This design comes from an exercise in tuning for small area, a short achievable clock period and few clock cycles per item on the open sky130 flow, not from production work. In this exercise RTL edits were held to simulation tests only and were not proved equivalent to the original.

==> inputs of v23 <==
// maxnetTop
module maxnetTop (
    input  logic                 clk,
    input  logic                 rstN,
    input  logic                 start,
    input  maxnetPkg::laneVec               inputs,
    output logic                 done,
    output logic                 busy,
    output maxnetPkg::laneIndex             winner,
    output logic [maxnetPkg::dataWidth-1:0] maxNumber,
    output logic                 noWinner
);
    logic startDecided;
    logic finish;
    logic fresh;
    logic lastUpdate;
    logic [maxnetPkg::iterWidth-1:0] updates;
    logic [maxnetPkg::certTiers-1:0] tier;
    maxnetController controller (
        .clk          (clk),
        .rstN         (rstN),
        .start        (start),
        .startDecided (startDecided),
        .finish       (finish),
        .fresh        (fresh),
        .updates      (updates),
        .lastUpdate   (lastUpdate),
        .tier         (tier),
        .busy         (busy),
        .done         (done)
    );
    maxnetDatapath datapath (
        .clk          (clk),
        .busy         (busy),
        .fresh        (fresh),
        .done         (done),
        .lastUpdate   (lastUpdate),
        .tier         (tier),
        .inputs       (inputs),
        .startDecided (startDecided),
        .finish       (finish),
        .winner       (winner),
        .maxNumber    (maxNumber),
        .noWinner     (noWinner)
    );
endmodule
==> module iterCert, before the edit <==
module iterCert (
    input  maxnetPkg::laneVec                  activations,
    input  logic [maxnetPkg::laneCount-1:0]    rankMax,
    input  logic [maxnetPkg::laneCount-1:0]    rankSecond,
    input  logic [maxnetPkg::laneCount-1:0]    rankMin,
    input  logic [maxnetPkg::certTiers-1:0]    tier,
    output logic                               certOk
);
    localparam int W = maxnetPkg::dataWidth;
    localparam int L = maxnetPkg::laneCount;
    localparam int C = maxnetPkg::certClasses;
    localparam int T = maxnetPkg::certTiers;
    logic [L-1:0][W-1:0] current;
    logic [W-1:0] largest, second, smallest;
    logic [W-1:0] gap, spread;
    logic [W:0]   high;
    logic [C-1:0] passes;
    logic         unusedD;
    assign current = activations;
    always_comb begin
        largest  = '0;
        second   = '0;
        smallest = '0;
        for (int i = 0; i < L; i++) begin
            largest  = largest  | (current[i] & {W{rankMax[i]}});
            second   = second   | (current[i] & {W{rankSecond[i]}});
            smallest = smallest | (current[i] & {W{rankMin[i]}});
        end
    end
    prefixAdder #(.W(W)) subD (
        .a (largest), .b (~second), .cin (1'b1), .sum (gap), .cout (unusedD)
    );
    assign spread = second ^ smallest;
    assign high[W] = 1'b0;
    for (genvar m = W - 1; m >= 0; m--) begin : gHigh
        assign high[m] = high[m+1] | second[m];
    end
    for (genvar c = 0; c < C; c++) begin : gClass
        logic [W-1:0] mask;
        logic [W-1:0] tooWide;
        logic         spreadOk;
        for (genvar n = 0; n < W; n++) begin : gBit
            logic [T-1:0] perTier;
            for (genvar k = 0; k < T; k++) begin : gTier
                localparam int code = int'(maxnetPkg::iterTable[((c*T+k)*W+n)*6 +: 6]);
                if (code == 0) begin : gNever
                    assign perTier[k] = 1'b0;
                end else begin : gSome
                    assign perTier[k] = tier[k] & ~high[code-1];
                end
            end
            assign mask[n] = |perTier;
            localparam int shift = int'(maxnetPkg::certShifts[c*8 +: 8]);
            if (shift == 0) begin : gFree
                assign tooWide[n] = 1'b0;
            end else if (n + shift + 1 >= W) begin : gTop
                assign tooWide[n] = 1'b1;
            end else begin : gMid
                assign tooWide[n] = ~high[n + shift + 1];
            end
        end
        assign spreadOk  = ~|(spread & tooWide);
        assign passes[c] = spreadOk & |(gap & mask);
    end
    assign certOk = |passes;
endmodule
==> module maxnetDatapath, before the edit <==
module maxnetDatapath (
    input  logic                 clk,
    input  logic                 busy,
    input  logic                 fresh,
    input  logic                 done,
    input  logic                 lastUpdate,
    input  logic [maxnetPkg::certTiers-1:0] tier,
    input  maxnetPkg::laneVec    inputs,
    output logic                 startDecided,
    output logic                 finish,
    output maxnetPkg::laneIndex  winner,
    output logic [maxnetPkg::dataWidth-1:0] maxNumber,
    output logic                 noWinner
);
    localparam int L = maxnetPkg::laneCount;
    localparam int W = maxnetPkg::dataWidth;
    maxnetPkg::laneVec originals;
    maxnetPkg::laneVec activations;
    maxnetPkg::laneVec nextActivations;
    logic [L-1:0][L-1:0] startBeats, beats;
    logic [L-1:0]        startNonZero, nonZero;
    logic [L-1:0]        startMax, startSecond, startMin;
    logic [L-1:0]        rankMax, rankSecond, rankMin;
    logic [L-1:0]        wins;
    logic                certOk;
    logic                atMostOne;
    logic [L-1:0]        lowestStart;
    logic [L-1:0]        startPick;
    logic                runCert;
    logic [L-1:0]        liveNow;
    logic [L-1:0]        lowestNow;
    logic [L-1:0]        runPick;      
    logic [L-1:0]        pick;
    logic [L-1:0][W-1:0] held;
    always_ff @(posedge clk) begin
        if (!busy) begin
            originals  <= inputs;
            beats      <= startBeats;
            nonZero    <= startNonZero;
            rankMax    <= startMax;
            rankSecond <= startSecond;
            rankMin    <= startMin;
        end
    end
    always_ff @(posedge clk) begin
        if (!busy) begin
            activations <= inputs;
        end else begin
            activations <= nextActivations;
        end
    end
    inhibitionLayer layer (
        .activations     (activations),
        .nextActivations (nextActivations)
    );
    winnerSelect select (
        .activations (inputs),
        .beats       (startBeats),
        .nonZero     (startNonZero),
        .rankMax     (startMax),
        .rankSecond  (startSecond),
        .rankMin     (startMin)
    );
    iterCert cert (
        .activations (activations),
        .rankMax     (rankMax),
        .rankSecond  (rankSecond),
        .rankMin     (rankMin),
        .tier        (tier),
        .certOk      (runCert)
    );
    for (genvar i = 0; i < L; i++) begin : gWins
        assign wins[i] = &beats[i];
    end
    assign certOk      = |wins;
    assign atMostOne   = ~((nonZero[0] & nonZero[1]) | (nonZero[0] & nonZero[2]) | (nonZero[0] & nonZero[3])
                         | (nonZero[1] & nonZero[2]) | (nonZero[1] & nonZero[3]) | (nonZero[2] & nonZero[3]));
    assign lowestStart = {nonZero[3] & ~|nonZero[2:0], nonZero[2] & ~|nonZero[1:0],
                          nonZero[1] & ~nonZero[0], ~|nonZero[2:0] ? ~nonZero[3] : nonZero[0]};
    assign startDecided = certOk | atMostOne | |(lowestStart & rankMax);
    assign startPick    = certOk ? wins : lowestStart;
    for (genvar i = 0; i < L; i++) begin : gLive
        assign liveNow[i] = |activations[W*i +: W];
    end
    assign lowestNow = {liveNow[3] & ~|liveNow[2:0], liveNow[2] & ~|liveNow[1:0],
                        liveNow[1] & ~liveNow[0], liveNow[0]};
    assign finish    = runCert | |(lowestNow & rankMax) | lastUpdate;
    always_ff @(posedge clk) begin
        if (busy & ~done) begin
            runPick <= runCert ? rankMax : lowestNow;
        end
    end
    assign pick   = fresh ? startPick : runPick;
    assign winner = {pick[3] | pick[2], pick[3] | pick[1]};
    assign noWinner = ~|nonZero;
    assign held = originals;
    always_comb begin
        maxNumber = '0;
        for (int i = 0; i < L; i++) begin
            maxNumber = maxNumber | (held[i] & {W{pick[i]}});
        end
    end
endmodule
clock: 8.5 ns
lec_check: 0
cap_margin: 20
core_margin: 2
core_utilization: 55
place_density: 0.75
setup_slack_margin: 4
slew_margin: 20
standard.sh (not shown) runs the stock make flow with config.mk's settings and CLKGATE_MAP_FILE= SYNTH_SCRIPT=/design/flow/synth_recipe.tcl, a recipe that flattens the netlist after the stock synthesis.
==> flow/flow/run.sh <==
#!/bin/bash
# Own layout flow: the standard layout (standard.sh), with two synthesis
# changes, both inside ORFS's own synthesis script:
#  - ABC maps for delay (flow/abc_speed.script: dch + map with a delay
#    target, then dch + &nf with a delay target, then ABC's sizing)
#    instead of ORFS's default speed script;
#  - no full/half adder cell extraction (ADDER_MAP_FILE empty), so ABC sees
#    and restructures the adder logic itself.
# and one placement change: the port buffers that placement inserts on every
# input and output are buf_2 cells (BUFFER_PORTS_ARGS) rather than the
# default pick, a delay cell that timing repair cannot resize; repair may
# size buf_2 up where timing needs it.
# Everything else (floorplan, placement, CTS, routing, the SDC) is the
# standard flow. Each step's output goes to a log file in this folder.
set -euo pipefail
work=$PWD
rm -rf "$work/scripts_abc"
cp -r "$FLOW_HOME/scripts" "$work/scripts_abc"
cp "$work/flow/abc_speed.script" "$work/scripts_abc/abc_speed.script"
export SCRIPTS_DIR="$work/scripts_abc"
export ADDER_MAP_FILE=
export BUFFER_PORTS_ARGS="-buffer_cell sky130_fd_sc_hd__buf_2"
bash standard.sh > "$work/standard_flow.log" 2>&1
==> flow/flow/abc_speed.script <==
strash
dch -f
map -D 1000
strash
dch -f
&get -n
&nf -D 1000
&put
topo
buffer -c
upsize -c -D 1000
dnsize -c -D 1000
==> v33 (differences from v23) <==
--- a/flow/design.v
+++ b/flow/design.v
@@ -179,7 +179,7 @@
     logic [W-1:0] gap, spread;
     logic [W:0]   high;
     logic [C-1:0] passes;
-    logic         unusedD;
+    logic         unusedD, unusedG;
     assign current = activations;
     always_comb begin
         largest  = '0;
@@ -194,7 +194,9 @@
     prefixAdder #(.W(W)) subD (
         .a (largest), .b (~second), .cin (1'b1), .sum (gap), .cout (unusedD)
     );
-    assign spread = second ^ smallest;
+    prefixAdder #(.W(W)) subG (
+        .a (second), .b (~smallest), .cin (1'b1), .sum (spread), .cout (unusedG)
+    );
     assign high[W] = 1'b0;
     for (genvar m = W - 1; m >= 0; m--) begin : gHigh
         assign high[m] = high[m+1] | second[m];
@@ -354,14 +356,14 @@
                          | (nonZero[1] & nonZero[2]) | (nonZero[1] & nonZero[3]) | (nonZero[2] & nonZero[3]));
     assign lowestStart = {nonZero[3] & ~|nonZero[2:0], nonZero[2] & ~|nonZero[1:0],
                           nonZero[1] & ~nonZero[0], ~|nonZero[2:0] ? ~nonZero[3] : nonZero[0]};
-    assign startDecided = certOk | atMostOne | |(lowestStart & rankMax);
+    assign startDecided = certOk | atMostOne;
     assign startPick    = certOk ? wins : lowestStart;
     for (genvar i = 0; i < L; i++) begin : gLive
         assign liveNow[i] = |activations[W*i +: W];
     end
     assign lowestNow = {liveNow[3] & ~|liveNow[2:0], liveNow[2] & ~|liveNow[1:0],
                         liveNow[1] & ~liveNow[0], liveNow[0]};
-    assign finish    = runCert | |(lowestNow & rankMax) | lastUpdate;
+    assign finish    = runCert | lastUpdate;
     always_ff @(posedge clk) begin
         if (busy & ~done) begin
             runPick <= runCert ? rankMax : lowestNow;
==> flow/flow/run.sh (replaced) <==
#!/bin/bash
# Own layout flow: the standard layout (standard.sh), with two synthesis
# changes, both inside ORFS's own synthesis script:
#  - ABC maps for delay (flow/abc_speed.script: dch + map with a delay
#    target, then ABC's sizing) instead of ORFS's default speed script;
#  - no full/half adder cell extraction (ADDER_MAP_FILE empty), so ABC sees
#    and restructures the adder logic itself.
# Everything else (floorplan, placement, CTS, routing, the SDC) is the
# standard flow. Each step's output goes to a log file in this folder.
set -euo pipefail
work=$PWD
rm -rf "$work/scripts_abc"
cp -r "$FLOW_HOME/scripts" "$work/scripts_abc"
cp "$work/flow/abc_speed.script" "$work/scripts_abc/abc_speed.script"
export SCRIPTS_DIR="$work/scripts_abc"
export ADDER_MAP_FILE=
bash standard.sh > "$work/standard_flow.log" 2>&1
==> flow/flow/abc_speed.script (replaced) <==
strash
dch -f
map -D 1000
strash
dch -f
map -D 1000
topo
buffer -c
upsize -c -D 1000
dnsize -c -D 1000
--- a/flow/config.mk
+++ b/flow/config.mk
@@ -8,6 +8,5 @@
 export CAP_MARGIN = 20
 export CORE_MARGIN = 2
 export CORE_UTILIZATION = 55
-export PLACE_DENSITY = 0.75
 export SETUP_SLACK_MARGIN = 4
 export SLEW_MARGIN = 20
==> results.yml <==
critical_path:
  r2r_slack_ps: 4120
  cp_max_fo: 33
floorplan:
  dieArea_um2: 67810
  taps: 855
routing:
  drtIter0Drc: 5948
  vias: 40790
global_route:
  global_route.usage.met1: 0.5664
  grt_usage: 0.4443
layout:
  fillCellCount: 6130
  layout.nets: 5270
place:
  dp_slack_ps: 3119
run_status:
  outcome: "no timing/DRC/antenna violations"
# the run above: v23

==> results.yml <==
run_status:
  outcome: "no timing/DRC/antenna violations"
critical_path:
  cp_max_fo: 8
  r2r_slack_ps: 3990
layout:
  fillCellCount: 6674
floorplan:
  dieArea_um2: 73020
routing:
  drtIter0Drc: 8868
# the run above: v33

Testbench counts of v23, summed over its fixed seeds: cycles 7,014, items 3,200.
Testbench counts of v33, summed over its fixed seeds: cycles 7,522, items 3,200.

[separate check: timing with driven ports]
How much do the figures lean on ideal ports? The routed layouts below were timed once more, with nothing changed but the port constraints.
Step 1: set_driving_cell puts a clkbuf_16 on clk and a buf_2 on each other input, an assumption about the parent block.
Step 2 also shifts input and output timing later by t, the mid clock arrival at the registers, as if the neighbouring blocks saw the same clock.
Slacks: ideal ports / drivers / drivers and shift; pairs: ideal ports / drivers.
run | shift t [ns] | slack for setup (ns) | worst setup path after step 2
v23 | 0.651 | 4.085 / 4.022 / 3.528 | input to register
v33 | 0.678 | 3.793 / 3.722 / 3.293 | input to register
After both steps every run listed still meets setup and hold. For v23, which loses most, drivers alone change the setup slack by -0.063 ns; drivers and shift together by -0.557 ns.
